From an optimization exercise on the open Yosys and OpenROAD flow, aimed at small area, a short achievable clock period and few clock cycles; shortcuts taken in it are not production practice. In this exercise RTL edits were held to simulation tests only and were not proved equivalent to the original. Power figures rest on the tool's default switching activity, not on a simulated workload.

==> design/flow/design.v <==
module freq_counter #(
	parameter int NUM_SYMBOLS = 6,
	parameter int CNT_W       = 8,
	parameter int SAMPLE_W    = 8
) (
	input  logic                               clk,
	input  logic                               reset,
	input  logic                               gray_valid,
	input  logic [SAMPLE_W-1:0]                gray_data,
	output logic [NUM_SYMBOLS-1:0][CNT_W-1:0]  cnt,
	output logic                               cnt_valid,
	output logic                               burst_end     
);
	localparam logic CNT_IDLE    = 1'b0;
	localparam logic CNT_RECEIVE = 1'b1;
	logic state;
	assign burst_end = (state == CNT_RECEIVE) && !gray_valid;
	always_ff @(posedge clk) begin
		if (reset) begin
			state     <= CNT_IDLE;
			cnt_valid <= 1'b0;
		end else begin
			cnt_valid <= burst_end;
			if (gray_valid)
				state <= CNT_RECEIVE;
			else
				state <= CNT_IDLE;
		end
	end
	always_ff @(posedge clk) begin
		for (int k = 0; k < NUM_SYMBOLS; k++) begin
			if (gray_valid) begin
				if (state == CNT_IDLE)
					cnt[k] <= (gray_data == SAMPLE_W'(k + 1)) ? CNT_W'(1) : '0;
				else if (gray_data == SAMPLE_W'(k + 1))
					cnt[k] <= cnt[k] + CNT_W'(1);
			end
		end
	end
endmodule
module count_sorter #(
	parameter int NUM_SYMBOLS = 6,
	parameter int CNT_W       = 8,
	parameter int IDX_W       = 3
) (
	input  logic [NUM_SYMBOLS-1:0][CNT_W-1:0]  cnt,
	output logic [NUM_SYMBOLS-1:0][CNT_W-1:0]  init_cnt,    
	output logic [NUM_SYMBOLS-1:0][IDX_W-1:0]  init_pos     
);
	always_comb begin
		init_cnt[NUM_SYMBOLS-1] = cnt[0];
		init_pos[0]             = IDX_W'(NUM_SYMBOLS - 1);
		for (int k = 1; k < NUM_SYMBOLS; k++) begin
			init_cnt[k - 1] = cnt[k];
			init_pos[k]     = IDX_W'(k - 1);
		end
	end
endmodule
module tree_merger #(
	parameter int NUM_SYMBOLS = 6,
	parameter int CNT_W       = 8,
	parameter int IDX_W       = 3
) (
	input  logic                                    clk,
	input  logic                                    reset,
	input  logic                                    load,          
	input  logic [NUM_SYMBOLS-1:0][CNT_W-1:0]       init_cnt,
	input  logic [NUM_SYMBOLS-1:0][IDX_W-1:0]       init_pos,
	output logic                                    first,         
	output logic                                    merge,         
	output logic                                    last,          
	output logic [NUM_SYMBOLS-1:0]                  sym_a,         
	output logic [NUM_SYMBOLS-1:0]                  sym_b,         
	output logic [NUM_SYMBOLS-1:0]                  sym_c,         
	output logic                                    c_first        
);
	localparam int N          = NUM_SYMBOLS;
	localparam int SORT_STEPS = N - 1;
	localparam int STEPS      = SORT_STEPS + N - 2;    
	logic [N-1:0][CNT_W-1:0]  e;
	logic [N-1:0][N-1:0]      at;       
	logic [STEPS-1:0]         run;      
	logic                     sorting;
	logic                     sort_next;    
	logic [CNT_W-1:0]         x;            
	logic [N+1:0]             lt;           
	logic [N+1:0][CNT_W-1:0]  ex;           
	logic [N-1:0]             ins;          
	logic [N-1:0]             head;         
	logic [CNT_W-1:0]         u;
	logic [CNT_W-1:0]         v;
	logic [CNT_W-1:0]         sum_uv;
	logic [CNT_W-1:0]         sum_ux;
	logic                     take_uv;
	assign sorting   = run[STEPS - SORT_STEPS];
	assign sort_next = run[STEPS - SORT_STEPS + 1];
	assign u      = sorting ? e[1] : e[2];
	assign v      = sorting ? e[2] : e[3];
	assign sum_uv = u + v;
	assign sum_ux = u + x;
	assign take_uv = sorting ? lt[2] : lt[3];
	always_comb begin
		for (int p = 0; p < N + 2; p++)
			ex[p] = (p < N) ? e[p] : '1;
		lt = '0;
		for (int p = 1; p < N; p++)
			lt[p] = (e[p] < x)
				|| (p <= SORT_STEPS - 1 && run[STEPS - SORT_STEPS + p]);    
		lt[0] = 1'b1;
		if (!sorting)
			lt[1] = 1'b1;
		for (int q = 0; q < N; q++)
			ins[q] = sorting ? (lt[q] && !lt[q + 1]) : (lt[q + 1] && !lt[q + 2]);
		for (int k = 0; k < N; k++) begin
			sym_a[k] = at[k][0];
			sym_b[k] = at[k][1];
			sym_c[k] = at[k][2];
			head[k]  = at[k][0] || (!sorting && at[k][1]);
		end
	end
	assign first   = run[STEPS - 1];
	assign merge   = run[0] && !sorting;
	assign last    = run[0] && !run[1];
	assign c_first = lt[2];
	always_ff @(posedge clk) begin
		if (reset)
			run <= '0;
		else if (load)
			run <= '1;
		else
			run <= run >> 1;
	end
	always_ff @(posedge clk) begin
		if (!run[0])
			x <= init_cnt[0];
		else if (sort_next)
			x <= lt[1] ? e[1] : x;
		else
			x <= ({CNT_W{take_uv}} & sum_uv) | ({CNT_W{!take_uv}} & sum_ux);
	end
	always_ff @(posedge clk) begin
		if (!run[0]) begin
			e <= init_cnt;
			for (int k = 0; k < N; k++)
				at[k] <= N'(1) << init_pos[k];
		end else begin
			for (int q = 0; q < N; q++) begin
				if (sorting) begin
					if (lt[q + 1])
						e[q] <= ex[q + 1];
					else if (lt[q])
						e[q] <= x;
					else
						e[q] <= ex[q];
				end else begin
					if (lt[q + 2])
						e[q] <= ex[q + 2];
					else if (lt[q + 1])
						e[q] <= x;
					else
						e[q] <= ex[q + 1];
				end
			end
			for (int k = 0; k < N; k++) begin
				for (int q = 0; q < N; q++) begin
					if (sorting)
						at[k][q] <= (q + 1 < N && at[k][q + 1] && lt[q + 1])
						         || (q >= 1 && at[k][q] && !lt[q])
						         || (head[k] && ins[q]);
					else
						at[k][q] <= (q + 2 < N && at[k][q + 2] && lt[q + 2])
						         || (q >= 1 && q + 1 < N && at[k][q + 1] && !lt[q + 1])
						         || (head[k] && ins[q]);
				end
			end
		end
	end
endmodule
module code_builder #(
	parameter int NUM_SYMBOLS = 6,
	parameter int CODE_W      = 8
) (
	input  logic                                    clk,
	input  logic                                    reset,
	input  logic                                    start,         
	input  logic                                    merge,
	input  logic                                    last,
	input  logic [NUM_SYMBOLS-1:0]                  sym_a,
	input  logic [NUM_SYMBOLS-1:0]                  sym_b,
	input  logic [NUM_SYMBOLS-1:0]                  sym_c,
	input  logic                                    c_first,
	output logic [NUM_SYMBOLS-1:0][CODE_W-1:0]      hc,
	output logic [NUM_SYMBOLS-1:0][CODE_W-1:0]      m,
	output logic                                    code_valid
);
	localparam int LEN_W = NUM_SYMBOLS - 1;
	logic [NUM_SYMBOLS-1:0][LEN_W-1:0] hc_q;
	logic [NUM_SYMBOLS-1:0][LEN_W-1:0] m_q;
	logic [NUM_SYMBOLS-1:0][LEN_W-1:0] nxt;     
	always_comb begin
		for (int s = 0; s < NUM_SYMBOLS; s++) begin
			hc[s]  = CODE_W'(hc_q[s]);
			m[s]   = CODE_W'(m_q[s]);
			nxt[s] = ~m_q[s] & {m_q[s][LEN_W-2:0], 1'b1};
		end
	end
	always_ff @(posedge clk) begin
		if (reset)
			code_valid <= 1'b0;
		else
			code_valid <= last;
	end
	always_ff @(posedge clk) begin
		for (int s = 0; s < NUM_SYMBOLS; s++) begin
			if (start) begin
				hc_q[s] <= '0;
				m_q[s]  <= '0;
			end else if (merge) begin
				if (last && (sym_a[s] || sym_b[s])) begin
					hc_q[s] <= hc_q[s] | (sym_a[s] ? nxt[s] : '0)
					                   | (c_first ? '0 : {nxt[s][LEN_W-2:0], 1'b0});
					m_q[s]  <= {m_q[s][LEN_W-3:0], 2'b11};
				end else if (last && sym_c[s]) begin
					hc_q[s] <= hc_q[s] | (c_first ? nxt[s] : '0);
					m_q[s]  <= {m_q[s][LEN_W-2:0], 1'b1};
				end else if (!last && (sym_a[s] || sym_b[s])) begin
					hc_q[s] <= hc_q[s] | (sym_a[s] ? nxt[s] : '0);
					m_q[s]  <= {m_q[s][LEN_W-2:0], 1'b1};
				end
			end
		end
	end
endmodule
module huffman (
	input  logic        clk,
	input  logic        reset,
	input  logic        gray_valid,
	input  logic [7:0]  gray_data,
	output logic        cnt_valid,
	output logic [47:0] cnt,           
	output logic        code_valid,
	output logic [47:0] hc,            
	output logic [47:0] m              
);
	localparam int NUM_SYMBOLS = 6;
	localparam int CNT_W       = 8;
	localparam int CODE_W      = 8;
	localparam int SAMPLE_W    = 8;
	localparam int IDX_W       = 3;
	logic                                    burst_end;
	logic [NUM_SYMBOLS-1:0][CNT_W-1:0]       init_cnt;
	logic [NUM_SYMBOLS-1:0][IDX_W-1:0]       init_pos;
	logic                                    first;
	logic                                    merge;
	logic                                    last;
	logic [NUM_SYMBOLS-1:0]                  sym_a;
	logic [NUM_SYMBOLS-1:0]                  sym_b;
	logic [NUM_SYMBOLS-1:0]                  sym_c;
	logic                                    c_first;
	freq_counter #(
		.NUM_SYMBOLS (NUM_SYMBOLS),
		.CNT_W       (CNT_W),
		.SAMPLE_W    (SAMPLE_W)
	) freq_counter_i (
		.clk        (clk),
		.reset      (reset),
		.gray_valid (gray_valid),
		.gray_data  (gray_data),
		.cnt        (cnt),
		.cnt_valid  (cnt_valid),
		.burst_end  (burst_end)
	);
	count_sorter #(
		.NUM_SYMBOLS (NUM_SYMBOLS),
		.CNT_W       (CNT_W),
		.IDX_W       (IDX_W)
	) count_sorter_i (
		.cnt        (cnt),
		.init_cnt (init_cnt),
		.init_pos   (init_pos)
	);
	tree_merger #(
		.NUM_SYMBOLS (NUM_SYMBOLS),
		.CNT_W       (CNT_W),
		.IDX_W       (IDX_W)
	) tree_merger_i (
		.clk        (clk),
		.reset      (reset),
		.load       (burst_end),
		.init_cnt (init_cnt),
		.init_pos   (init_pos),
		.first      (first),
		.merge      (merge),
		.last       (last),
		.sym_a      (sym_a),
		.sym_b      (sym_b),
		.sym_c      (sym_c),
		.c_first    (c_first)
	);
	code_builder #(
		.NUM_SYMBOLS (NUM_SYMBOLS),
		.CODE_W      (CODE_W)
	) code_builder_i (
		.clk        (clk),
		.reset      (reset),
		.start      (first),
		.merge      (merge),
		.last       (last),
		.sym_a      (sym_a),
		.sym_b      (sym_b),
		.sym_c      (sym_c),
		.c_first    (c_first),
		.hc         (hc),
		.m          (m),
		.code_valid (code_valid)
	);
endmodule
==> design/flow/flow/run.sh <==
#!/bin/bash
# The standard layout, with the smallest plain buffer on the ports and the
# resizer free to change a cell's footprint (the platform holds it to the same
# footprint, which keeps the port buffers in the slow delay-buffer family).
set -euo pipefail
bash standard.sh MATCH_CELL_FOOTPRINT=0 \
	"BUFFER_PORTS_ARGS=-buffer_cell sky130_fd_sc_hd__buf_1" \
	finish > standard_flow.log 2>&1
==> design/flow/standard.sh <==
#!/bin/bash
# synth_recipe.tcl (not shown) runs the flow's synth.tcl, then flattens the netlist and writes it again
# the make line also repeats each setting of config.mk as NAME=value (left out here)
make -C /OpenROAD-flow-scripts/flow DESIGN_CONFIG=/design/flow/config.mk WORK_HOME=/design/flow/orfs CLKGATE_MAP_FILE= SYNTH_SCRIPT=/design/flow/synth_recipe.tcl "${@:-finish}"
==> design/flow/config.mk <==
export PLATFORM = sky130hd
export DESIGN_NAME = huffman
export DESIGN_NICKNAME = huffman
export VERILOG_FILES = /design/flow/design.v
export SDC_FILE = /design/flow/constraint.sdc
export NUM_CORES = 4
export LEC_CHECK = 0
export CAP_MARGIN = 20
export CORE_MARGIN = 2
export CORE_UTILIZATION = 40
export SETUP_SLACK_MARGIN = 3.4
export SLEW_MARGIN = 20
==> design/flow/constraint.sdc <==
create_clock -name core_clock -period 6.0 [get_ports {clk}]
set_input_delay 1.2000 -clock core_clock [delete_from_list [all_inputs] [get_ports {clk}]]
set_output_delay 1.2000 -clock core_clock [all_outputs]
set_load 0.01 [all_outputs]
==> run notes, run 1 <==
----------------------------------------------------
[Run status]
  Result of the run ... finished clean

[Die]
  Core area ... 29,900 um^2
  Die extent in y ... 179 um
  Standard-cell row count ... 63
  Die width ... 179 um
  Starting utilization of the core area ... 0.409
  Area of the die ... 31,900 um^2
  IO Pins ... 157

[Routing]
  Met2 wire len ... 16.6 mm
  Post-DR vias/cell ... 5.85
  Via Count ... 11,252
  Highest Signal Layer ... met4
  DRC viols ... 0
  Detailed-routed wire length on met3 ... 2.79 mm
  Antenna violation net count after detailed routing ... 0
  Number of DRC violations after detailed-routing iteration 0 ... 1,167
  Average routed wire per standard cell ... 19.7 um
  Wire length the detailed router placed on met1 ... 17.4 mm
  Post-Route WL ... 37.9 mm
  Number of detailed-route iterations in the first pass ... 6

[Critical path]
  Arrival @ worst endpoint ... 2.94 ns
  Critical path startpoint category ... flip-flop
  Data required time at the worst endpoint ... 6.28 ns
  Cell count of the worst reg-to-reg path ... 8
  Endpoint class of the critical path ... flip-flop
  Flop2flop setup slack ... 3.34 ns
  Maximum fanout along the worst path ... 8
  Type of the worst setup path ... flip-flop to flip-flop

[Yosys]
  Mapped Cells ... 1,368
  Total standard cell area after synthesis ... 12,200 um^2
  Mapped Avg Cell Area ... 8.92 um^2
  Commonest register cell after synthesis ... dfxtp_1
  Synthesis-stage register bit count ... 203
  Yosys warning total ... 9
  Synth top area cells ... dfxtp_1, edfxtp_1, ha_1
  Number of library cell types mapped by synthesis ... 74
  Post-synthesis cell type with the largest combined area ... dfxtp_1
  Sequential-to-total area share from yosys stat ... 0.385
  Proportion of netlist area held by the largest area contributor ... 0.228
  Share of flip-flops with an asynchronous set or reset ... 0
  Number of enable flip-flop cells after synthesis ... 64

[STA]
  Largest clock skew in the final design ... 0.0192 ns
  Final count of pins violating max slew ... 0
  Final critical-path share of the clock period ... 0.443
  Setup TNS after final layout ... 0 ns
  Final WS setup ... 3.34 ns
  Final critical-path required period ... 2.66 ns
  Setup repair after global routing missed its margin ... true
  Remaining max-slew budget at the tightest pin ... 0.421
  Final Hold Slack ... 0.450 ns
  Slew at the pin closest to its max-slew limit ... 0.867 ns
  Upper clock frequency limit ... 376 MHz
  Hold violation total from the final report ... 0
  Setup violation total in the final timing report ... 0

[Run]
  Max-cap check violation count ... 0

[Finish]
  Fill count ... 2,744
  Share of layout cells above drive strength 1 ... 0.166
  Synthesis-to-layout area growth ... 22.6%
  Layout Nets ... 1,581
  Antenna Cells ... 0
  Highest-count cells in the layout ignoring fill and taps ... nor2_1, dfxtp_1, buf_1
  Area of combinational cells with multiple inputs ... 7590 um^2
  Footprint of the flip-flops and latches ... 4720 um^2
  Most common cell after layout, fill and taps aside ... nor2_1
  Post-layout util ... 0.501

[Power]
  Worst ir drop on vdd ... 0.207 mV
  Total power divided by cell area ... 306 nW/um^2
  Cell leakage power ... 5.55 nW

[Clock tree]
  Cell chosen for the clock root ... clkbuf_16
  Clock H-tree levels ... 1
  Clock Tree Buf Depth ... 3
  Num CTS Buffers ... 25
  CTS hold repair buffers ... 0
  CTS tree ... yes
  Worst-path clk slew ... 0.06 ns
  Sinks on the clock net ... 203
  Worst skew pair latency ... 0.54 ns

[Global route]
  Via count of the first global-routing pass ... 10,167
  GR Overflow Total ... 0
  Global-route wire length before repair ... 57.9 mm
  Initial antenna violation count ... 0
  GRT Overall Usage ... 0.229
  Largest net degree at the start of global routing ... 55

[Placement]
  Port Buffers ... 120
  HPWL reported at the end of detailed placement ... 23.7 mm
  Post-place setup slack ... 2.13 ns
  Final weighted congestion in routability-driven placement ... 0.884

[Worst hold path]
  Worst hold-check path type ... flip-flop to flip-flop
  Number of stages on the worst hold path ... 2

----------------------------------------------------
sequential cells by signal (all words and copies together) (netlist names), named ones only:
name                       flops
tree_merger_i.run              9
code_builder_i.code_valid      1
tree_merger_i.at              36
tree_merger_i.e               32
code_builder_i.m_q            30
freq_counter_i.cnt            48
freq_counter_i.state           1
code_builder_i.hc_q           30
kinds of logic after synthesis:
kind of cell	count (synthesis)	synth area share
DFF	203	0.385
adders and majority gates	57	0.0597
muxes	68	0.0574
other	2	0.000615
buffers and inverters	164	0.0641
xor gates and xnor gates	47	0.0337
and+or+nand+nor	440	0.174
AOI/OAI and AO/OA	387	0.225
timing repair:
item	CTS	global route
pin swaps	16	23
setup buffers	32	21
gates cloned	8	3
endpoints found under the setup margin	139	90
resized for setup	67	65
through the flow:
step	cell area, um^2	instances	total power [mW]
floorplan	12500	1410	2.50
detailed placement	12900	1812	2.79
global placement	12900	1812	2.78
finish	15000	1922	4.58
CTS	14500	1898	4.46
global route	15000	1922	4.80
report_power, final:
part | switching [mW] | leakage [nW] | total (mW) | internal, mW
combinational | 0.756 | 3.35 | 1.34 | 0.580
sequential | 0.181 | 1.79 | 1.74 | 1.56
clock | 0.634 | 0.409 | 1.51 | 0.874
worst min-delay path by stage:
stage                              start              endpoint  slack [ns]
floorplan           tree_merger_i.run[2]  tree_merger_i.run[1]        0.42
global placement    tree_merger_i.run[3]  tree_merger_i.run[2]        0.43
detailed placement  tree_merger_i.run[3]  tree_merger_i.run[2]        0.43
CTS                 tree_merger_i.run[2]  tree_merger_i.run[1]        0.46
global route        tree_merger_i.run[2]  tree_merger_i.run[1]        0.48
finish              tree_merger_i.run[3]  tree_merger_i.run[2]        0.45
area by class of cell:
cell class / instances / share of cell area
tap: 390 / 0.0326
clock inverter: 15 / 0.00819
timing repair buffer: 193 / 0.0795
clock buffer: 31 / 0.0466
inverter: 42 / 0.0110
multi-input combinational: 1048 / 0.507
sequential: 203 / 0.315
metal layers:
metal	vias up	track usage
li1	5305	-
met1	5416	0.341
met2	475	0.340
met3	56	0.0299
met4	0	0.0742
met5	-	0
cells in the mapped netlist, drive strengths merged (6+ instances only):
cell    count
xor2       12
a31oi      28
edfxtp     64
o21ai      46
nand3      54
a221o      15
a21boi     10
and2       44
a211oi     24
buf        52
a31o        8
o22ai      10
nand2      85
a211o       7
and3       21
nor2b      28
o221a       9
dfxtp     139
xnor2      35
nand4b      7
nand2b     17
o21a       14
a311oi     10
a22o       10
mux2       13
o221ai     11
nor3       19
clkbuf     70
a22oi      16
nor2      147
mux2i      55
inv        42
or4         6
o211ai     12
a41oi       6
a21oi      95
ha         55
worst max-delay path, stage by stage (launching register included):
cell and delay (ns):
edfxtp_1 0.45, inv_4 0.09, ha_4 0.26, nor2_1 0.03, or4_4 0.48, or4_4 0.48, nand3_4 0.12, o32ai_4 0.12
a221o_1 0.35
Testbench counts, summed over its fixed seeds: cycles 19,476.
==> run 2, diff against run 1 <==
--- a/design/flow/config.mk
+++ b/design/flow/config.mk
@@ -8,5 +8,7 @@
 export CAP_MARGIN = 20
 export CORE_MARGIN = 2
 export CORE_UTILIZATION = 40
+export CTS_CLUSTER_DIAMETER = 80
+export CTS_CLUSTER_SIZE = 20
 export SETUP_SLACK_MARGIN = 3.4
 export SLEW_MARGIN = 20
==> run 2 against run 1 <==
  * Fmax shrank 3.4%
  * Sequential share of layout area is 0.50 points higher
  * Global-route usage is 0.34 points lower
  * Cell count is 0.73% lower
  * Largest cell class unchanged
  * Via count is 0.38% lower
  * Highest routed layer unchanged
  * Critical path type unchanged
  * Largest power group unchanged
==> run notes, run 2 <==
----------------------------------------------------
[Routing]
  Via Count ... 11,209 (was 11,252)
  Average routed wire per standard cell ... 19.7 um (about the same)
  Post-Route WL ... 37.5 mm (was 37.9 mm)
  Post-DR vias/cell ... 5.87 (was 5.85)
  Antenna violation net count after detailed routing ... 0 (unchanged)
  Number of DRC violations after detailed-routing iteration 0 ... 1,286 (was 1,167)
  DRC viols ... 0 (unchanged)
  Number of detailed-route iterations in the first pass ... 6 (unchanged)

[Finish]
  Most common cell after layout, fill and taps aside ... nor2_1 (unchanged)
  Highest-count cells in the layout ignoring fill and taps ... nor2_1, dfxtp_1, buf_1 (unchanged)
  Post-layout util ... 0.493 (was 0.501)
  Fill count ... 2,778 (was 2,744)
  Share of layout cells above drive strength 1 ... 0.161 (was 0.166)
  Antenna Cells ... 0 (unchanged)
  Synthesis-to-layout area growth ... 20.7% (was 22.6%)
  Largest reg by FF count ... freq_counter_i.cnt (unchanged)
  Layout Nets ... 1,579 (was 1,581)
  Largest registers ranked by flip-flop count ... freq_counter_i.cnt (48), tree_merger_i.at (36), tree_merger_i.e (32) (unchanged)
  Flip-flop count of the largest register after layout ... 48 (unchanged)

[Global route]
  Largest net degree at the start of global routing ... 55 (unchanged)
  Global-route wire length before repair ... 56.8 mm (was 57.9 mm)
  Initial antenna violation count ... 0 (unchanged)
  GR Overflow Total ... 0 (unchanged)
  GRT Overall Usage ... 0.225 (was 0.229)
  Via count of the first global-routing pass ... 9,848 (was 10,167)

[Critical path]
  Arrival @ worst endpoint ... 3.02 ns (was 2.94 ns)
  Endpoint class of the critical path ... flip-flop (unchanged)
  Cell count of the worst reg-to-reg path ... 8 (unchanged)
  Maximum fanout along the worst path ... 8 (unchanged)
  Cell class contributing the biggest share of worst-path delay ... simple AND/OR/NAND/NOR gates (unchanged)
  Data required time at the worst endpoint ... 6.26 ns (was 6.28 ns)
  Crit-path cells ... inv_2, ha_2, nor2_1, or4_4, or4_4, nand3_4, o32ai_4, a221o_1 (was inv_4, ha_4, nor2_1, or4_4, or4_4, nand3_4, o32ai_4, a221o_1)
  Flop2flop setup slack ... 3.25 ns (was 3.34 ns)
  Crit path buf inv count ... 1 (unchanged)
  Type of the worst setup path ... flip-flop to flip-flop (unchanged)
  Standard cell with the maximum stage delay on the critical path ... or4_4 (unchanged)
  Crit-path most repeated cell ... or4_4 (unchanged)
  Critical path startpoint category ... flip-flop (unchanged)
  Worst path max stage delay ... 0.49 ns (was 0.48 ns)

[Die]
  Die extent in y ... 179 um (unchanged)
  Standard-cell row count ... 63 (unchanged)
  Die width ... 179 um (unchanged)
  Area of the die ... 31,900 um^2 (unchanged)
  IO Pins ... 157 (unchanged)
  Core area ... 29,900 um^2 (unchanged)
  Starting utilization of the core area ... 0.409 (unchanged)

[STA]
  Upper clock frequency limit ... 363 MHz (was 376 MHz)
  Setup repair after global routing missed its margin ... true (unchanged)
  Slew at the pin closest to its max-slew limit ... 0.882 ns (was 0.867 ns)
  Remaining max-slew budget at the tightest pin ... 0.411 (was 0.421)
  Final critical-path required period ... 2.75 ns (was 2.66 ns)
  Setup TNS after final layout ... 0 ns (unchanged)
  Final count of pins violating max slew ... 0 (unchanged)
  Largest clock skew in the final design ... 0.0287 ns (was 0.0192 ns)
  Setup violation total in the final timing report ... 0 (unchanged)
  Final critical-path share of the clock period ... 0.459 (was 0.443)
  Hold violation total from the final report ... 0 (unchanged)

[Yosys]
  Sequential-to-total area share from yosys stat ... 0.385 (unchanged)
  Number of enable flip-flop cells after synthesis ... 64 (unchanged)
  Total standard cell area after synthesis ... 12,200 um^2 (unchanged)
  Synth top area cells ... dfxtp_1, edfxtp_1, ha_1 (unchanged)
  Mapped Avg Cell Area ... 8.92 um^2 (unchanged)
  Mapped Cells ... 1,368 (unchanged)
  Yosys warning total ... 9 (unchanged)
  Most used standard cells in the synthesized netlist ... nor2_1, dfxtp_1, a21oi_1 (unchanged)
  Number of library cell types mapped by synthesis ... 74 (unchanged)
  Library cell with the highest instance count after synthesis ... nor2_1 (unchanged)
  Post-synthesis cell type with the largest combined area ... dfxtp_1 (unchanged)
  Proportion of netlist area held by the largest area contributor ... 0.228 (unchanged)
  Synthesis-stage register bit count ... 203 (unchanged)
  Share of flip-flops with an asynchronous set or reset ... 0 (unchanged)
  Commonest register cell after synthesis ... dfxtp_1 (unchanged)

[Run status]
  Result of the run ... finished clean (unchanged)

[Power]
  Switching power ... 1.51 mW (was 1.57 mW)
  Design internal power ... 2.73 mW (was 3.01 mW)
  Combinational share of power ... 0.320 (was 0.291)
  Total power divided by cell area ... 287 nW/um^2 (was 306 nW/um^2)
  Cell leakage power ... 5.44 nW (was 5.55 nW)
  Clock power share ... 0.270 (was 0.329)
  Worst ir drop on vdd ... 0.151 mV (was 0.207 mV)
  Portion of total power attributed to sequential cells ... 0.410 (was 0.380)
  Switching part of the total power ... 0.356 (was 0.343)

[Clock tree]
  Worst-path clk slew ... 0.09 ns (was 0.06 ns)
  CTS tree ... yes (unchanged)
  Clock H-tree levels ... 1 (unchanged)
  Clock Tree Buf Depth ... 3 (unchanged)
  Sinks on the clock net ... 203 (unchanged)
  CTS hold repair buffers ... 0 (unchanged)
  Worst skew pair latency ... 0.51 ns (was 0.54 ns)
  Num CTS Buffers ... 16 (was 25)
  Cell chosen for the clock root ... clkbuf_16 (unchanged)

[Placement]
  HPWL reported at the end of detailed placement ... 23.7 mm (unchanged)
  Final weighted congestion in routability-driven placement ... 0.884 (unchanged)
  Port Buffers ... 120 (unchanged)

[Worst hold path]
  Endpoint of the worst hold-timing path ... tree_merger_i.run[2] (unchanged)
  Worst hold-check path type ... flip-flop to flip-flop (unchanged)
  Hold path start ... tree_merger_i.run[3] (unchanged)
  Number of stages on the worst hold path ... 2 (unchanged)

[Run]
  Max-cap check violation count ... 0 (unchanged)

----------------------------------------------------
[run 2: cell counts after synthesis]
No cell type changed its count.
[run 2: repair_timing]
action / in CTS / in global routing
gates resized for setup: 66 / 63
pin swaps: 8 / 35
endpoints found under the hold margin: 0 / 0
gates cloned: 6 / 2
buffers inserted: 31 / 32
endpoints found under the setup margin: 146 / 94
[run 2: worst max path at each step]
stage                                   endpoint  slack, ns  cells past startpoint
after floorplan           freq_counter_i.cnt[24]       3.37                      4
after global placement                 flip-flop       2.36                      7
after detailed placement               flip-flop       2.13                      7
after CTS                              flip-flop       3.29                      8
after global routing                   flip-flop       3.20                      8
final                                  flip-flop       3.25                      8
[run 2: kinds of logic (layout without fill, tap and decap cells)]
logic type | after synthesis | after routing | share of synthesized area
mux | 68 | 68 | 0.0574
other cells | 2 | 44 | 0.000615
flops | 203 | 203 | 0.385
compound gates | 387 | 390 | 0.225
buf+inv | 164 | 269 | 0.0641
fa+ha+maj | 57 | 57 | 0.0597
simple gates | 440 | 440 | 0.174
xor+xnor | 47 | 47 | 0.0337
[run 2: tightest hold or removal path, delay by kind of cell, from the launching register on]
| family | cells | cell delay [ns] |
|---|---|---|
| flip-flops | 1 | 0.32 |
| AND/OR/NAND/NOR | 2 | 0.10 |
[run 2: per-layer routing]
metal  vias up  GRT usage  part of all wire
met2       455      0.342              0.44
met4         0     0.0556             0.025
met3        56     0.0242             0.077
met1      5411      0.340              0.45
met5         -          0                 0
li1       5287          -                 -
[run 2: final cells by class]
| class | count | area [um^2] | share of cell area |
|---|---|---|---|
| multi-input combinational | 1046 | 7560 | 0.513 |
| sequential | 203 | 4720 | 0.320 |
| timing repair buffer | 202 | 1280 | 0.0869 |
| tap | 390 | 488 | 0.0331 |
| clock buffer | 18 | 429 | 0.0291 |
| inverter | 42 | 163 | 0.0110 |
| clock inverter | 7 | 93.8 | 0.00637 |
[run 2: metrics by stage]
| stage | area [um^2] | hold WS [ns] | std cells | total power [mW] | setup slack, ns |
|---|---|---|---|---|---|
| global placement | 12900 | 0.431 | 1812 | 2.78 | 2.36 |
| finish | 14700 | 0.455 | 1908 | 4.24 | 3.25 |
| global route | 14700 | 0.487 | 1908 | 4.45 | 3.20 |
| floorplan | 12500 | 0.416 | 1410 | 2.50 | 3.37 |
| detailed placement | 12900 | 0.429 | 1812 | 2.79 | 2.13 |
| CTS | 14100 | 0.461 | 1874 | 4.09 | 3.29 |
[run 2: power groups by stage]
stage | combinational [mW] | clock [mW] | sequential, mW
after floorplan | 0.764 | 0 | 1.74
after global placement | 1.01 | 0 | 1.76
after detailed placement | 1.03 | 0 | 1.77
after CTS | 1.20 | 1.16 | 1.73
after global routing | 1.47 | 1.22 | 1.75
final | 1.36 | 1.14 | 1.74
==> run 3, diff against run 2 <==
--- a/design/flow/config.mk
+++ b/design/flow/config.mk
@@ -10,5 +10,5 @@
 export CORE_UTILIZATION = 40
 export CTS_CLUSTER_DIAMETER = 80
 export CTS_CLUSTER_SIZE = 20
-export SETUP_SLACK_MARGIN = 3.4
+export SETUP_SLACK_MARGIN = 3.0
 export SLEW_MARGIN = 20
==> run 3 against run 2 <==
  * Still clean on timing, DRC and antenna
  * Synthesized cell count stayed put
  * Sequential power about the same
  * Cell count fell by 2.9%
  * Clock power is 9% lower
  * Worst setup slack got worse by 0.15 ns
  * Die area stayed put
  * Sequential share of layout area is 2.6 points higher
  * First-iteration DRC count decreased by 25%
  * Fmax fell by 5.2%
  * Largest cell class unchanged
  * Largest power group unchanged
  * Highest routed layer unchanged
==> run notes, run 3 <==
----------------------------------------------------
[Critical path]
  Arrival @ worst endpoint ... 3.29 ns (was 3.02 ns)
  Maximum fanout along the worst path ... 14 (was 8)
  Cell count of the worst reg-to-reg path ... 9 (was 8)
  Capture instance of the worst register-to-register path ... tree_merger_i.at[20]
  Data required time at the worst endpoint ... 6.38 ns (was 6.26 ns)
  Critical path startpoint category ... flip-flop (unchanged)
  Flop2flop setup slack ... 3.10 ns (was 3.25 ns)
  Endpoint class of the critical path ... flip-flop (unchanged)
  Type of the worst setup path ... flip-flop to flip-flop (unchanged)

[Clock tree]
  CTS tree ... yes (unchanged)
  Cell chosen for the clock root ... clkbuf_16 (unchanged)
  Clock H-tree levels ... 1 (unchanged)
  CTS hold repair buffers ... 0 (unchanged)
  Num CTS Buffers ... 15 (was 16)
  Worst skew pair latency ... 0.50 ns (was 0.51 ns)
  Worst-path clk slew ... 0.09 ns (about the same)
  Sinks on the clock net ... 203 (unchanged)
  Clock Tree Buf Depth ... 3 (unchanged)

[Finish]
  Footprint of the flip-flops and latches ... 4710 um^2 (was 4720 um^2)
  Antenna Cells ... 0 (unchanged)
  Synthesis-to-layout area growth ... 11.5% (was 20.7%)
  Fill count ... 2,924 (was 2,778)
  Area of combinational cells with multiple inputs ... 7080 um^2 (was 7560 um^2)
  Highest-count cells in the layout ignoring fill and taps ... nor2_1, dfxtp_1, buf_1 (unchanged)
  Largest registers ranked by flip-flop count ... freq_counter_i.cnt (48), tree_merger_i.at (36), tree_merger_i.e (32) (unchanged)
  Flip-flop count of the largest register after layout ... 48 (unchanged)
  Most common cell after layout, fill and taps aside ... nor2_1 (unchanged)
  Layout Nets ... 1,525 (was 1,579)
  Share of layout cells above drive strength 1 ... 0.0876 (was 0.161)
  Largest reg by FF count ... freq_counter_i.cnt (unchanged)

[Global route]
  Initial antenna violation count ... 0 (unchanged)
  Global-route wire length before repair ... 54.8 mm (was 56.8 mm)
  Via count of the first global-routing pass ... 9,738 (was 9,848)
  Largest net degree at the start of global routing ... 69 (was 55)
  GRT Overall Usage ... 0.214 (was 0.225)
  GR Overflow Total ... 0 (unchanged)

[Routing]
  Antenna violation net count after detailed routing ... 0 (unchanged)
  Post-DR vias/cell ... 5.82 (was 5.87)
  Post-Route WL ... 35.4 mm (was 37.5 mm)
  Average routed wire per standard cell ... 19.1 um (was 19.7 um)
  Via Count ... 10,773 (was 11,209)
  Number of DRC violations after detailed-routing iteration 0 ... 960 (was 1,286)
  DRC viols ... 0 (unchanged)
  Number of detailed-route iterations in the first pass ... 7 (was 6)

[Die]
  Standard-cell row count ... 63 (unchanged)
  Die extent in y ... 179 um (unchanged)
  Core area ... 29,900 um^2 (unchanged)
  Starting utilization of the core area ... 0.409 (unchanged)
  Die width ... 179 um (unchanged)
  Area of the die ... 31,900 um^2 (unchanged)
  IO Pins ... 157 (unchanged)

[Yosys]
  Total standard cell area after synthesis ... 12,200 um^2 (unchanged)
  Synthesis-stage register bit count ... 203 (unchanged)
  Most used standard cells in the synthesized netlist ... nor2_1, dfxtp_1, a21oi_1 (unchanged)
  Number of library cell types mapped by synthesis ... 74 (unchanged)
  Share of flip-flops with an asynchronous set or reset ... 0 (unchanged)
  Library cell with the highest instance count after synthesis ... nor2_1 (unchanged)
  Commonest register cell after synthesis ... dfxtp_1 (unchanged)
  Proportion of netlist area held by the largest area contributor ... 0.228 (unchanged)
  Mapped Cells ... 1,368 (unchanged)
  Number of enable flip-flop cells after synthesis ... 64 (unchanged)
  Post-synthesis cell type with the largest combined area ... dfxtp_1 (unchanged)
  Synth top area cells ... dfxtp_1, edfxtp_1, ha_1 (unchanged)
  Yosys warning total ... 9 (unchanged)
  Mapped Avg Cell Area ... 8.92 um^2 (unchanged)
  Sequential-to-total area share from yosys stat ... 0.385 (unchanged)

[STA]
  Final count of pins violating max slew ... 0 (unchanged)
  Setup violation total in the final timing report ... 0 (unchanged)
  Final Hold Slack ... 0.460 ns (was 0.455 ns)
  Largest clock skew in the final design ... 0.0286 ns (was 0.0287 ns)
  Slew at the pin closest to its max-slew limit ... 0.789 ns (was 0.882 ns)
  Remaining max-slew budget at the tightest pin ... 0.473 (was 0.411)
  Setup TNS after final layout ... 0 ns (unchanged)
  Setup repair after global routing missed its margin ... true (unchanged)
  Final critical-path required period ... 2.90 ns (was 2.75 ns)
  Hold violation total from the final report ... 0 (unchanged)
  Final critical-path share of the clock period ... 0.484 (was 0.459)
  Upper clock frequency limit ... 344 MHz (was 363 MHz)

[Run status]
  Result of the run ... finished clean (unchanged)

[Power]
  Total power divided by cell area ... 286 nW/um^2 (was 287 nW/um^2)
  Worst ir drop on vdd ... 0.142 mV (was 0.151 mV)
  Cell leakage power ... 5.01 nW (was 5.44 nW)

[Run]
  Max-cap check violation count ... 0 (unchanged)

[Placement]
  Final weighted congestion in routability-driven placement ... 0.873 (was 0.884)
  HPWL reported at the end of detailed placement ... 24.2 mm (was 23.7 mm)
  Port Buffers ... 120 (unchanged)

[Worst hold path]
  Hold path start ... tree_merger_i.run[2] (was tree_merger_i.run[3])
  Endpoint of the worst hold-timing path ... tree_merger_i.run[1] (was tree_merger_i.run[2])
  Worst hold-check path type ... flip-flop to flip-flop (unchanged)
  Number of stages on the worst hold path ... 2 (unchanged)

----------------------------------------------------
run 3: kinds of logic (layout without fill, tap and decap cells):
logic type / count (synthesis) / in the layout / synth area share
compound gates: 387 / 388 / 0.225
xor+xnor: 47 / 47 / 0.0337
fa+ha+maj: 57 / 57 / 0.0597
buf+inv: 164 / 215 / 0.0641
flops: 203 / 203 / 0.385
mux: 68 / 68 / 0.0574
other cells: 2 / 44 / 0.000615
simple gates: 440 / 440 / 0.174
run 3: timing repair:
item                       in CTS  in global routing
hold endpoints to repair        0                  0
buffers inserted                4                 10
pin swaps                       0                  3
setup endpoints to repair      88                 79
gates cloned                    0                  2
resized for setup              19                 25
run 3: cell type report:
| type | count | area share |
|---|---|---|
| timing repair buffer | 151 | 0.0523 |
| clock inverter | 3 | 0.00248 |
| inverter | 42 | 0.0118 |
| multi-input combinational | 1044 | 0.520 |
| sequential | 203 | 0.346 |
| tap | 390 | 0.0359 |
| clock buffer | 19 | 0.0310 |
run 3: where the power goes:
group	total [mW]	internal [mW]	switching [mW]
Sequential	1.74	1.56	0.187
Combinational	1.11	0.447	0.660
Clock	1.04	0.509	0.534
run 3: layer usage:
layer,vias up,wire length [um],track usage
li1,5153,-,-
met3,44,2120,0.0223
met4,0,655,0.0440
met5,-,0,0
met1,5216,17000,0.316
met2,360,15700,0.337
run 3: worst max path at each step:
stage | from | to | depth (start not counted)
after global placement | flip-flop | flip-flop | 8
after CTS | flip-flop | flip-flop | 7
after floorplan | gray_data[5] | freq_counter_i.cnt[24] | 4
after global routing | flip-flop | tree_merger_i.at[20] | 9
after detailed placement | flip-flop | flip-flop | 8
final | flip-flop | tree_merger_i.at[20] | 9
run 3: worst max-delay path, stage by stage (launching register included):
cell      delay [ns]
edfxtp_1        0.57
inv_1           0.23
ha_1            0.24
a211o_1         0.28
a21oi_1         0.23
o32ai_2         0.16
clkbuf_4        0.25
a22oi_1         0.31
nor2_1          0.06
or4_1           0.46
run 3: through the flow:
| stage | util | instance area [um^2] | power (mW) | setup WS, ns | instances |
|---|---|---|---|---|---|
| after floorplan | - | 12400 | 2.49 | 3.02 | 1410 |
| after global placement | 0.429 | 12800 | 2.77 | 2.60 | 1813 |
| after detailed placement | 0.429 | 12800 | 2.79 | 2.45 | 1813 |
| after CTS | 0.448 | 13400 | 3.86 | 3.02 | 1839 |
| after global routing | 0.455 | 13600 | 4.10 | 2.96 | 1852 |
| final | 0.455 | 13600 | 3.89 | 3.10 | 1852 |
==> run 4, diff against run 3 <==
--- a/design/flow/config.mk
+++ b/design/flow/config.mk
@@ -10,5 +10,5 @@
 export CORE_UTILIZATION = 40
 export CTS_CLUSTER_DIAMETER = 80
 export CTS_CLUSTER_SIZE = 20
-export SETUP_SLACK_MARGIN = 3.0
+export SETUP_SLACK_MARGIN = 3.2
 export SLEW_MARGIN = 20
==> run 4 against run 3 <==
  * Sequential share of layout area is 0.64 points lower
  * Die area stayed put
  * Synthesized area stayed put
  * Still clean on timing, DRC and antenna
  * Sequential power hardly changed
  * Worst setup slack better by 0.15 ns
  * Cell count is 0.70% higher
==> run notes, run 4 <==
----------------------------------------------------
[Global route]
  Via count of the first global-routing pass ... 9,790 (was 9,738)
  GRT Overall Usage ... 0.213 (was 0.214)
  GR Overflow Total ... 0 (unchanged)
  Global-route wire length before repair ... 54.4 mm (was 54.8 mm)
  Initial antenna violation count ... 0 (unchanged)
  Largest net degree at the start of global routing ... 56 (was 69)

[Routing]
  Number of DRC violations after detailed-routing iteration 0 ... 1,070 (was 960)
  Post-Route WL ... 35.5 mm (was 35.4 mm)
  Met2 wire len ... 15.7 mm (about the same)
  Antenna violation net count after detailed routing ... 0 (unchanged)
  Detailed-routed wire length on met3 ... 2.23 mm (was 2.12 mm)
  Number of detailed-route iterations in the first pass ... 7 (unchanged)
  Average routed wire per standard cell ... 19.1 um (about the same)
  Via Count ... 10,870 (was 10,773)
  Highest Signal Layer ... met4 (unchanged)
  DRC viols ... 0 (unchanged)
  Wire length the detailed router placed on met1 ... 16.8 mm (was 17.0 mm)
  Post-DR vias/cell ... 5.83 (was 5.82)

[Critical path]
  Crit path buf inv count ... 1 (was 2)
  Data required time at the worst endpoint ... 6.24 ns (was 6.38 ns)
  Worst path max stage delay ... 0.53 ns (was 0.57 ns)
  Cell class contributing the biggest share of worst-path delay ... simple AND/OR/NAND/NOR gates (was compound AO/OA/AOI/OAI gates)
  Arrival @ worst endpoint ... 2.99 ns (was 3.29 ns)
  Maximum fanout along the worst path ... 8 (was 14)
  Cell count of the worst reg-to-reg path ... 8 (was 9)
  Crit-path most repeated cell ... or4_4
  Flop2flop setup slack ... 3.25 ns (was 3.10 ns)
  Type of the worst setup path ... flip-flop to flip-flop (unchanged)
  Crit-path cells ... inv_2, ha_1, nor2_1, or4_4, or4_4, nand3_4, o32ai_4, a221o_1 (was inv_1, ha_1, a211o_1, a21oi_1, o32ai_2, clkbuf_4, a22oi_1, nor2_1, or4_1)
  Logic depth of the worst setup path including buffers ... 8 (was 9)
  Standard cell with the maximum stage delay on the critical path ... or4_4 (was edfxtp_1)
  Endpoint class of the critical path ... flip-flop (unchanged)
  Critical path startpoint category ... flip-flop (unchanged)

[Yosys]
  Most used standard cells in the synthesized netlist ... nor2_1, dfxtp_1, a21oi_1 (unchanged)
  Post-synthesis cell type with the largest combined area ... dfxtp_1 (unchanged)
  Synthesis-stage register bit count ... 203 (unchanged)
  Yosys warning total ... 9 (unchanged)
  Total standard cell area after synthesis ... 12,200 um^2 (unchanged)
  Mapped Cells ... 1,368 (unchanged)
  Library cell with the highest instance count after synthesis ... nor2_1 (unchanged)
  Number of library cell types mapped by synthesis ... 74 (unchanged)
  Proportion of netlist area held by the largest area contributor ... 0.228 (unchanged)
  Synth top area cells ... dfxtp_1, edfxtp_1, ha_1 (unchanged)
  Mapped Avg Cell Area ... 8.92 um^2 (unchanged)
  Commonest register cell after synthesis ... dfxtp_1 (unchanged)
  Number of enable flip-flop cells after synthesis ... 64 (unchanged)
  Sequential-to-total area share from yosys stat ... 0.385 (unchanged)
  Share of flip-flops with an asynchronous set or reset ... 0 (unchanged)

[Finish]
  Number of non-filler instances in the completed layout ... 1,865 (was 1,852)
  Most common cell after layout, fill and taps aside ... nor2_1 (unchanged)
  Footprint of the flip-flops and latches ... 4710 um^2 (about the same)
  Share of layout cells above drive strength 1 ... 0.104 (was 0.0876)
  Largest registers ranked by flip-flop count ... freq_counter_i.cnt (48), tree_merger_i.at (36), tree_merger_i.e (32) (unchanged)
  Fill count ... 2,875 (was 2,924)
  Area of combinational cells with multiple inputs ... 7180 um^2 (was 7080 um^2)
  Synthesis-to-layout area growth ... 13.6% (was 11.5%)
  Largest reg by FF count ... freq_counter_i.cnt (unchanged)
  Layout Nets ... 1,537 (was 1,525)
  Flip-flop count of the largest register after layout ... 48 (unchanged)
  Highest-count cells in the layout ignoring fill and taps ... nor2_1, dfxtp_1, buf_1 (unchanged)
  Antenna Cells ... 0 (unchanged)
  Final std cell area, no fill ... 13,900 um^2 (was 13,600 um^2)

[STA]
  Setup repair after global routing missed its margin ... true (unchanged)
  Remaining max-slew budget at the tightest pin ... 0.295 (was 0.473)
  Setup violation total in the final timing report ... 0 (unchanged)
  Final critical-path required period ... 2.75 ns (was 2.90 ns)
  Hold violation total from the final report ... 0 (unchanged)
  Setup TNS after final layout ... 0 ns (unchanged)
  Final critical-path share of the clock period ... 0.459 (was 0.484)
  Upper clock frequency limit ... 363 MHz (was 344 MHz)
  Final count of pins violating max slew ... 0 (unchanged)
  Slew at the pin closest to its max-slew limit ... 1.06 ns (was 0.789 ns)
  Largest clock skew in the final design ... 0.0198 ns (was 0.0286 ns)

[Run status]
  Result of the run ... finished clean (unchanged)

[Power]
  Combinational share of power ... 0.293 (was 0.284)
  Worst ir drop on vdd ... 0.154 mV (was 0.142 mV)
  Design internal power ... 2.55 mW (was 2.51 mW)
  Portion of total power attributed to sequential cells ... 0.442 (was 0.448)
  Switching part of the total power ... 0.352 (was 0.355)
  Total power divided by cell area ... 284 nW/um^2 (was 286 nW/um^2)
  Switching power ... 1.39 mW (was 1.38 mW)
  Cell leakage power ... 5.13 nW (was 5.01 nW)
  Clock power share ... 0.265 (was 0.268)

[Clock tree]
  Worst skew pair latency ... 0.49 ns (was 0.50 ns)
  CTS hold repair buffers ... 0 (unchanged)
  Num CTS Buffers ... 15 (unchanged)
  Cell chosen for the clock root ... clkbuf_16 (unchanged)
  Clock Tree Buf Depth ... 3 (unchanged)
  CTS tree ... yes (unchanged)
  Worst-path clk slew ... 0.08 ns (was 0.09 ns)
  Sinks on the clock net ... 203 (unchanged)
  Clock H-tree levels ... 1 (unchanged)

[Placement]
  Port Buffers ... 120 (unchanged)
  Final weighted congestion in routability-driven placement ... 0.877 (was 0.873)
  Area after detailed placement ... 12,900 um^2 (was 12,800 um^2)
  HPWL reported at the end of detailed placement ... 23.6 mm (was 24.2 mm)
  Count of placed standard cells including taps ... 1,811 (was 1,813)

[Worst hold path]
  Hold path start ... tree_merger_i.run[2] (unchanged)
  Worst hold-check path type ... flip-flop to flip-flop (unchanged)

[Die]
  Die extent in y ... 179 um (unchanged)
  Starting utilization of the core area ... 0.409 (unchanged)
  Core area ... 29,900 um^2 (unchanged)
  Area of the die ... 31,900 um^2 (unchanged)
  Standard-cell row count ... 63 (unchanged)
  Die width ... 179 um (unchanged)
  IO Pins ... 157 (unchanged)

[Run]
  Max-cap check violation count ... 0 (unchanged)

----------------------------------------------------
## run 4: power by group through the flow
stage / sequential (mW) / combinational (mW) / clock (mW)
finish: 1.74 / 1.15 / 1.05
global route: 1.76 / 1.28 / 1.11
CTS: 1.74 / 1.07 / 1.07
detailed placement: 1.77 / 1.01 / 0
global placement: 1.77 / 0.998 / 0
floorplan: 1.74 / 0.755 / 0
## run 4: final cells by class
class	instances	area share
clock inverter	4	0.00370
clock buffer	19	0.0297
timing repair buffer	163	0.0619
tap	390	0.0352
multi-input combinational	1044	0.518
sequential	203	0.340
inverter	42	0.0117
## run 4: layer usage
layer / GRT usage / up-vias
met1: 0.312 / 5279
met5: 0 / -
met3: 0.0288 / 50
li1: - / 5166
met4: 0.0606 / 0
met2: 0.325 / 375
## run 4: kinds of logic after synthesis
logic type      Yosys count  share of synthesized area
simple gates            440                      0.174
xor+xnor                 47                     0.0337
fa+ha+maj                57                     0.0597
flops                   203                      0.385
buf+inv                 164                     0.0641
other cells               2                   0.000615
compound gates          387                      0.225
mux                      68                     0.0574
## run 4: worst min-delay path: stages (launching register included)
cell and delay, ns:
dfxtp_1 0.32, nor2_1 0.04, nor2_1 0.06
## run 4: worst min path at each step
stage | cells after the start | slack (ns) | to
2_1_floorplan | 2 | 0.42 | tree_merger_i.run[1]
3_3_place_gp | 2 | 0.42 | tree_merger_i.run[2]
3_5_place_dp | 2 | 0.44 | tree_merger_i.run[2]
4_1_cts | 2 | 0.46 | tree_merger_i.run[2]
5_1_grt | 2 | 0.48 | tree_merger_i.run[2]
6_report | 2 | 0.45 | tree_merger_i.run[1]
## run 4: per-stage QoR
stage	utilization	hold WS (ns)	setup WS, ns	power, mW
after floorplan	-	0.416	3.21	2.49
after global placement	0.430	0.420	2.51	2.77
after detailed placement	0.430	0.436	2.37	2.78
after CTS	0.453	0.457	3.19	3.88
after global routing	0.464	0.479	3.16	4.15
final	0.464	0.450	3.25	3.94
## run 4: timing repair
item / CTS / global route
gates resized for setup: 27 / 31
pin swaps: 1 / 6
buffers inserted: 12 / 15
gates cloned: 0 / 3
setup endpoints to repair: 115 / 89
==> run 5, diff against run 4 <==
--- a/design/flow/config.mk
+++ b/design/flow/config.mk
@@ -7,7 +7,7 @@
 export LEC_CHECK = 0
 export CAP_MARGIN = 20
 export CORE_MARGIN = 2
-export CORE_UTILIZATION = 40
+export CORE_UTILIZATION = 60
 export CTS_CLUSTER_DIAMETER = 80
 export CTS_CLUSTER_SIZE = 20
 export SETUP_SLACK_MARGIN = 3.2
==> run 5 against run 4 <==
  * Final area fell by 1.4%
  * Flip-flop and latch count unchanged
  * Core utilization increased by 22 points
  * Fmax shrank 0.82%
  * Sequential power about the same
  * Hold slack worse by 0.0073 ns
  * Clock-buffer cell count is the same
==> run notes, run 5 <==
----------------------------------------------------
[Run status]
  Result of the run ... finished clean (unchanged)

[Yosys]
  Library cell with the highest instance count after synthesis ... nor2_1 (unchanged)
  Synthesis-stage register bit count ... 203 (unchanged)
  Number of enable flip-flop cells after synthesis ... 64 (unchanged)
  Yosys warning total ... 9 (unchanged)
  Mapped Cells ... 1,368 (unchanged)
  Post-synthesis cell type with the largest combined area ... dfxtp_1 (unchanged)
  Mapped Avg Cell Area ... 8.92 um^2 (unchanged)
  Sequential-to-total area share from yosys stat ... 0.385 (unchanged)
  Commonest register cell after synthesis ... dfxtp_1 (unchanged)
  Synth top area cells ... dfxtp_1, edfxtp_1, ha_1 (unchanged)
  Proportion of netlist area held by the largest area contributor ... 0.228 (unchanged)
  Most used standard cells in the synthesized netlist ... nor2_1, dfxtp_1, a21oi_1 (unchanged)
  Share of flip-flops with an asynchronous set or reset ... 0 (unchanged)
  Total standard cell area after synthesis ... 12,200 um^2 (unchanged)
  Number of library cell types mapped by synthesis ... 74 (unchanged)

[Critical path]
  Worst path max stage delay ... 0.53 ns (about the same)
  Crit-path cells ... inv_2, buf_4, ha_1, nor3_1, or4_4, or4_4, nand3_4, o32ai_4, a221o_1 (was inv_2, ha_1, nor2_1, or4_4, or4_4, nand3_4, o32ai_4, a221o_1)
  Cell class contributing the biggest share of worst-path delay ... simple AND/OR/NAND/NOR gates (unchanged)
  Critical path startpoint category ... flip-flop (unchanged)
  Standard cell with the maximum stage delay on the critical path ... or4_4 (unchanged)
  Crit-path most repeated cell ... or4_4 (unchanged)
  Type of the worst setup path ... flip-flop to flip-flop (unchanged)
  Data required time at the worst endpoint ... 6.22 ns (was 6.24 ns)
  Endpoint class of the critical path ... flip-flop (unchanged)
  Arrival @ worst endpoint ... 3.00 ns (was 2.99 ns)
  Maximum fanout along the worst path ... 8 (unchanged)
  Crit path buf inv count ... 2 (was 1)

[Finish]
  Most common cell after layout, fill and taps aside ... nor2_1 (unchanged)
  Largest registers ranked by flip-flop count ... freq_counter_i.cnt (48), tree_merger_i.at (36), tree_merger_i.e (32) (unchanged)
  Highest-count cells in the layout ignoring fill and taps ... nor2_1, dfxtp_1, buf_1 (unchanged)
  Share of layout cells above drive strength 1 ... 0.100 (was 0.104)
  Fill count ... 1,683 (was 2,875)
  Antenna Cells ... 0 (unchanged)
  Layout Nets ... 1,537 (unchanged)
  Largest reg by FF count ... freq_counter_i.cnt (unchanged)
  Flip-flop count of the largest register after layout ... 48 (unchanged)
  Synthesis-to-layout area growth ... 12.0% (was 13.6%)

[STA]
  Setup repair after global routing missed its margin ... true (unchanged)
  Setup violation total in the final timing report ... 0 (unchanged)
  Final count of pins violating max slew ... 0 (unchanged)
  Upper clock frequency limit ... 361 MHz (was 363 MHz)
  Remaining max-slew budget at the tightest pin ... 0.307 (was 0.295)
  Final WS setup ... 3.23 ns (was 3.25 ns)
  Slew at the pin closest to its max-slew limit ... 1.04 ns (was 1.06 ns)
  Final critical-path share of the clock period ... 0.462 (was 0.459)
  Final critical-path required period ... 2.77 ns (was 2.75 ns)
  Setup TNS after final layout ... 0 ns (unchanged)
  Largest clock skew in the final design ... 0.0195 ns (was 0.0198 ns)
  Hold violation total from the final report ... 0 (unchanged)

[Routing]
  Average routed wire per standard cell ... 19.7 um (was 19.1 um)
  Number of detailed-route iterations in the first pass ... 6 (was 7)
  DRC viols ... 0 (unchanged)
  Via Count ... 10,999 (was 10,870)
  Antenna violation net count after detailed routing ... 0 (unchanged)
  Number of DRC violations after detailed-routing iteration 0 ... 1,177 (was 1,070)
  Post-DR vias/cell ... 6.30 (was 5.83)
  Post-Route WL ... 34.3 mm (was 35.5 mm)

[Global route]
  GR Overflow Total ... 0 (unchanged)
  Initial antenna violation count ... 0 (unchanged)
  Via count of the first global-routing pass ... 9,788 (was 9,790)
  Largest net degree at the start of global routing ... 66 (was 56)
  Global-route wire length before repair ... 53.0 mm (was 54.4 mm)
  GRT Overall Usage ... 0.303 (was 0.213)

[Clock tree]
  Cell chosen for the clock root ... clkbuf_16 (unchanged)
  CTS hold repair buffers ... 0 (unchanged)
  Worst skew pair latency ... 0.49 ns (about the same)
  Sinks on the clock net ... 203 (unchanged)
  Num CTS Buffers ... 14 (was 15)
  CTS tree ... yes (unchanged)
  Clock Tree Buf Depth ... 3 (unchanged)
  Clock H-tree levels ... 1 (unchanged)
  Worst-path clk slew ... 0.09 ns (was 0.08 ns)

[Power]
  Total power divided by cell area ... 282 nW/um^2 (was 284 nW/um^2)
  Worst ir drop on vdd ... 0.233 mV (was 0.154 mV)
  Cell leakage power ... 5.11 nW (was 5.13 nW)

[Run]
  Max-cap check violation count ... 0 (unchanged)

[Placement]
  HPWL reported at the end of detailed placement ... 22.6 mm (was 23.6 mm)
  Port Buffers ... 120 (unchanged)
  Post-place setup slack ... 2.33 ns (was 2.37 ns)
  Final weighted congestion in routability-driven placement ... 0.877 (about the same)

[Die]
  Starting utilization of the core area ... 0.607 (was 0.409)
  Core area ... 20,100 um^2 (was 29,900 um^2)
  Area of the die ... 21,500 um^2 (was 31,900 um^2)
  Standard-cell row count ... 52 (was 63)
  Die extent in y ... 147 um (was 179 um)
  IO Pins ... 157 (unchanged)
  Die width ... 147 um (was 179 um)

[Worst hold path]
  Worst hold-check path type ... flip-flop to flip-flop (unchanged)

----------------------------------------------------
## run 5: cell counts after synthesis
Identical to the previous run, type by type.
## run 5: per-layer routing
metal | track usage | up-vias | routed length [um]
li1 | - | 5179 | -
met1 | 0.450 | 5308 | 15600
met2 | 0.466 | 459 | 15200
met3 | 0.0403 | 53 | 2710
met4 | 0.0811 | 0 | 815
met5 | 0 | - | 0
## run 5: what timing repair did
action                     in CTS  in global routing
setup endpoints to repair     121                 75
setup buffers                  18                  8
hold endpoints to repair        0                  0
resized for setup              38                 18
pin swaps                       2                  5
gates cloned                    1                  1
## run 5: cells by family (layout without fill, tap and decap cells)
logic type | Yosys count | after routing | share of synthesized area
AND/OR/NAND/NOR | 440 | 440 | 0.174
adder cells (fa/ha/maj) | 57 | 57 | 0.0597
AO/OA/AOI/OAI | 387 | 388 | 0.225
buffers and inverters | 164 | 228 | 0.0641
other | 2 | 44 | 0.000615
multiplexers | 68 | 68 | 0.0574
XOR/XNOR | 47 | 47 | 0.0337
flip-flops | 203 | 203 | 0.385
## run 5: tightest hold or removal path, cell delays in order, from the launching register on
cell	delay, ns
dfxtp_1	0.32
nor2_1	0.04
nor2_1	0.06
## run 5: final timing paths
| check | to | slack (ns) | startpoint | depth (start not counted) |
|---|---|---|---|---|
| max | flip-flop | 3.23 | flip-flop | 9 |
| min | tree_merger_i.run[2] | 0.44 | tree_merger_i.run[3] | 2 |
| max reg2reg | flip-flop | 3.23 | flip-flop | 9 |
| min reg2reg | tree_merger_i.run[2] | 0.44 | tree_merger_i.run[3] | 2 |
## run 5: metrics by stage
| stage | instances | area (um^2) | power [mW] | hold WS, ns | utilization |
|---|---|---|---|---|---|
| 2_1_floorplan | 1410 | 12400 | 2.49 | 0.416 | - |
| 3_3_place_gp | 1695 | 12700 | 2.77 | 0.420 | 0.633 |
| 3_5_place_dp | 1695 | 12700 | 2.79 | 0.429 | 0.633 |
| 4_1_cts | 1736 | 13500 | 3.80 | 0.449 | 0.671 |
| 5_1_grt | 1745 | 13700 | 4.04 | 0.479 | 0.680 |
| 6_report | 1745 | 13700 | 3.86 | 0.443 | 0.680 |
## run 5: cell type report
class,count,area [um^2],area share
sequential,203,4710,0.345
clock buffer,19,390,0.0286
inverter,42,160,0.0117
clock inverter,3,26.3,0.00192
multi-input combinational,1044,7190,0.526
tap,270,338,0.0247
timing repair buffer,164,855,0.0625
## run 5: report_power, final
part           total [mW]  internal, mW  switching (mW)
registers            1.73          1.56           0.175
logic                1.17         0.473           0.699
clock network       0.953         0.464           0.489
==> run 6, diff against run 5 <==
--- a/design/flow/config.mk
+++ b/design/flow/config.mk
@@ -7,8 +7,8 @@
 export LEC_CHECK = 0
 export CAP_MARGIN = 20
 export CORE_MARGIN = 2
-export CORE_UTILIZATION = 60
-export CTS_CLUSTER_DIAMETER = 80
-export CTS_CLUSTER_SIZE = 20
+export CORE_UTILIZATION = 40
+export CTS_CLUSTER_DIAMETER = 90
+export CTS_CLUSTER_SIZE = 25
 export SETUP_SLACK_MARGIN = 3.2
 export SLEW_MARGIN = 20
==> run 6 against run 5 <==
  * Clock power grew 5%
  * Worst setup slack worse by 0.025 ns
  * Sequential power hardly changed
  * Clock skew rose by 0.022 ns
  * Combinational power is 3% lower
  * Routed wire length up 2.2%
  * Register-to-register slack got worse by 0.02 ns
  * Still clean
  * Core utilization decreased by 22 points
  * Highest routed layer unchanged
  * Die area increased by 48%
  * Critical path depth down 3
  * Global-route usage decreased by 9.2 points
==> run notes, run 6 <==
----------------------------------------------------
[Run status]
  Result of the run ... finished clean (unchanged)

[Critical path]
  Data required time at the worst endpoint ... 6.38 ns (was 6.22 ns)
  Capture instance of the worst register-to-register path ... code_builder_i.hc_q[7]
  Cell count of the worst reg-to-reg path ... 6 (was 9)
  Arrival @ worst endpoint ... 3.17 ns (was 3.00 ns)
  Reg-to-reg critical path startpoint ... tree_merger_i.run[0]
  Standard cell with the maximum stage delay on the critical path ... nor2_1 (was or4_4)
  Source of the critical timing path ... tree_merger_i.run[0]
  Crit-path cells ... buf_4, nand2b_1, nor2_1, o311ai_0, a31oi_1, nor2_1 (was inv_2, buf_4, ha_1, nor3_1, or4_4, or4_4, nand3_4, o32ai_4, a221o_1)
  Maximum fanout along the worst path ... 54 (was 8)
  Worst path max stage delay ... 0.78 ns (was 0.53 ns)
  Crit-path most repeated cell ... nor2_1 (was or4_4)
  Type of the worst setup path ... flip-flop to flip-flop (unchanged)
  Endpoint of the most critical setup path ... code_builder_i.hc_q[7]
  Endpoint class of the critical path ... flip-flop (unchanged)
  Flop2flop setup slack ... 3.20 ns (was 3.23 ns)
  Critical path startpoint category ... flip-flop (unchanged)

[Clock tree]
  Sinks on the clock net ... 203 (unchanged)
  CTS hold repair buffers ... 0 (unchanged)
  Num CTS Buffers ... 13 (was 14)
  Worst-path clk slew ... 0.11 ns (was 0.09 ns)
  Worst skew pair latency ... 0.50 ns (was 0.49 ns)
  Clock H-tree levels ... 1 (unchanged)
  Cell chosen for the clock root ... clkbuf_16 (unchanged)
  CTS tree ... yes (unchanged)
  Clock Tree Buf Depth ... 3 (unchanged)

[STA]
  Final critical-path required period ... 2.80 ns (was 2.77 ns)
  Slew at the pin closest to its max-slew limit ... 1.04 ns (about the same)
  Upper clock frequency limit ... 357 MHz (was 361 MHz)
  Largest clock skew in the final design ... 0.0416 ns (was 0.0195 ns)
  Setup repair after global routing missed its margin ... true (unchanged)
  Hold violation total from the final report ... 0 (unchanged)
  Final count of pins violating max slew ... 0 (unchanged)
  Remaining max-slew budget at the tightest pin ... 0.306 (was 0.307)
  Final critical-path share of the clock period ... 0.466 (was 0.462)
  Setup violation total in the final timing report ... 0 (unchanged)
  Setup TNS after final layout ... 0 ns (unchanged)

[Power]
  Total power divided by cell area ... 281 nW/um^2 (was 282 nW/um^2)
  Portion of total power attributed to sequential cells ... 0.449 (about the same)
  Design internal power ... 2.49 mW (about the same)
  Combinational share of power ... 0.292 (was 0.304)
  Clock power share ... 0.259 (was 0.247)
  Cell leakage power ... 5.09 nW (was 5.11 nW)
  Switching power ... 1.38 mW (was 1.36 mW)
  Worst ir drop on vdd ... 0.168 mV (was 0.233 mV)
  Switching part of the total power ... 0.356 (was 0.353)

[Finish]
  Most common cell after layout, fill and taps aside ... nor2_1 (unchanged)
  Largest registers ranked by flip-flop count ... freq_counter_i.cnt (48), tree_merger_i.at (36), tree_merger_i.e (32) (unchanged)
  Largest reg by FF count ... freq_counter_i.cnt (unchanged)
  Highest-count cells in the layout ignoring fill and taps ... nor2_1, dfxtp_1, buf_1 (unchanged)
  Synthesis-to-layout area growth ... 12.8% (was 12.0%)
  Share of layout cells above drive strength 1 ... 0.101 (was 0.100)
  Post-layout util ... 0.461 (was 0.680)
  Fill count ... 2,882 (was 1,683)
  Layout Nets ... 1,534 (was 1,537)
  Antenna Cells ... 0 (unchanged)
  Flip-flop count of the largest register after layout ... 48 (unchanged)

[Global route]
  GR Overflow Total ... 0 (unchanged)
  Initial antenna violation count ... 0 (unchanged)
  GRT Overall Usage ... 0.212 (was 0.303)
  Via count of the first global-routing pass ... 9,775 (was 9,788)
  Largest net degree at the start of global routing ... 56 (was 66)
  Global-route wire length before repair ... 54.2 mm (was 53.0 mm)

[Run]
  Max-cap check violation count ... 0 (unchanged)

[Yosys]
  Library cell with the highest instance count after synthesis ... nor2_1 (unchanged)
  Share of flip-flops with an asynchronous set or reset ... 0 (unchanged)
  Yosys warning total ... 9 (unchanged)
  Total standard cell area after synthesis ... 12,200 um^2 (unchanged)
  Sequential-to-total area share from yosys stat ... 0.385 (unchanged)
  Number of library cell types mapped by synthesis ... 74 (unchanged)
  Post-synthesis cell type with the largest combined area ... dfxtp_1 (unchanged)
  Synth top area cells ... dfxtp_1, edfxtp_1, ha_1 (unchanged)
  Number of enable flip-flop cells after synthesis ... 64 (unchanged)
  Most used standard cells in the synthesized netlist ... nor2_1, dfxtp_1, a21oi_1 (unchanged)
  Proportion of netlist area held by the largest area contributor ... 0.228 (unchanged)
  Commonest register cell after synthesis ... dfxtp_1 (unchanged)
  Mapped Cells ... 1,368 (unchanged)
  Synthesis-stage register bit count ... 203 (unchanged)
  Mapped Avg Cell Area ... 8.92 um^2 (unchanged)

[Die]
  Starting utilization of the core area ... 0.409 (was 0.607)
  Area of the die ... 31,900 um^2 (was 21,500 um^2)
  Die extent in y ... 179 um (was 147 um)
  Core area ... 29,900 um^2 (was 20,100 um^2)
  Standard-cell row count ... 63 (was 52)
  IO Pins ... 157 (unchanged)
  Die width ... 179 um (was 147 um)

[Placement]
  Port Buffers ... 120 (unchanged)
  HPWL reported at the end of detailed placement ... 23.6 mm (was 22.6 mm)
  Final weighted congestion in routability-driven placement ... 0.877 (about the same)

[Routing]
  Number of detailed-route iterations in the first pass ... 6 (unchanged)
  Via Count ... 10,786 (was 10,999)
  Antenna violation net count after detailed routing ... 0 (unchanged)
  DRC viols ... 0 (unchanged)
  Average routed wire per standard cell ... 18.8 um (was 19.7 um)
  Wire length the detailed router placed on met1 ... 16.6 mm (was 15.6 mm)
  Highest Signal Layer ... met4 (unchanged)
  Post-Route WL ... 35.1 mm (was 34.3 mm)
  Met2 wire len ... 15.4 mm (was 15.2 mm)
  Post-DR vias/cell ... 5.79 (was 6.30)
  Detailed-routed wire length on met3 ... 2.25 mm (was 2.71 mm)
  Number of DRC violations after detailed-routing iteration 0 ... 980 (was 1,177)

[Worst hold path]
  Worst hold-check path type ... flip-flop to flip-flop (unchanged)

----------------------------------------------------
run 6: cell type report:
type | count | area, um^2 | area share
multi-input cells | 1044 | 7160 | 0.520
flip-flops and latches | 203 | 4710 | 0.342
repair buffers | 162 | 820 | 0.0595
well taps | 390 | 488 | 0.0354
clock buffers | 15 | 343 | 0.0249
inverters | 42 | 160 | 0.0116
clock inverters | 6 | 85.1 | 0.00618
run 6: logic make-up after synthesis:
logic type | count (synthesis) | synth area share
AND/OR/NAND/NOR | 440 | 0.174
AO/OA/AOI/OAI | 387 | 0.225
flip-flops | 203 | 0.385
buffers and inverters | 164 | 0.0641
multiplexers | 68 | 0.0574
adder cells (fa/ha/maj) | 57 | 0.0597
XOR/XNOR | 47 | 0.0337
other | 2 | 0.000615
run 6: worst min path at each step:
stage	slack, ns	to	startpoint	cells past startpoint
2_1_floorplan	0.42	tree_merger_i.run[1]	tree_merger_i.run[2]	2
3_3_place_gp	0.42	tree_merger_i.run[2]	tree_merger_i.run[3]	2
3_5_place_dp	0.44	tree_merger_i.run[2]	tree_merger_i.run[3]	2
4_1_cts	0.45	tree_merger_i.run[1]	tree_merger_i.run[2]	2
5_1_grt	0.48	tree_merger_i.run[2]	tree_merger_i.run[3]	2
6_report	0.44	tree_merger_i.run[1]	tree_merger_i.run[2]	2
run 6: worst max-delay path, delay by kind of cell (launching register included):
family          cells  cell delay [ns]
simple gates        3             1.31
flops               1             0.35
compound gates      2             0.51
buf+inv             1             0.51
run 6: repair_timing:
| action | CTS | global route |
|---|---|---|
| cloned | 0 | 2 |
| endpoints found under the setup margin | 113 | 78 |
| gates resized for setup | 29 | 24 |
| pin swaps | 1 | 4 |
| setup buffers | 12 | 15 |
run 6: through the flow:
| step | power [mW] | setup WS (ns) | hold WS, ns | instance area [um^2] | instances |
|---|---|---|---|---|---|
| final | 3.87 | 3.20 | 0.441 | 13800 | 1862 |
| after global routing | 4.09 | 2.96 | 0.481 | 13800 | 1862 |
| after CTS | 3.83 | 3.20 | 0.454 | 13500 | 1844 |
| after detailed placement | 2.78 | 2.37 | 0.436 | 12900 | 1811 |
| after global placement | 2.77 | 2.51 | 0.420 | 12900 | 1811 |
| after floorplan | 2.49 | 3.21 | 0.416 | 12400 | 1410 |
run 6: power by group through the flow:
stage | sequential, mW | combinational (mW) | clock [mW]
floorplan | 1.74 | 0.755 | 0
global route | 1.76 | 1.25 | 1.07
global placement | 1.77 | 0.998 | 0
CTS | 1.74 | 1.07 | 1.02
detailed placement | 1.77 | 1.01 | 0
finish | 1.74 | 1.13 | 1.00
run 6: routing by layer:
metal / global-route usage / vias to the layer above
met2: 0.322 / 369
met4: 0.0600 / 0
li1: - / 5161
met3: 0.0269 / 54
met1: 0.314 / 5202
met5: 0 / -

Check on run 6: ideal ports give 3.201 ns setup slack; a clkbuf_16 on the clock port and buf_2 on the inputs give 3.201 ns; moving port delays by the midpoint clock arrival (0.527 ns) as well gives 2.849 ns.
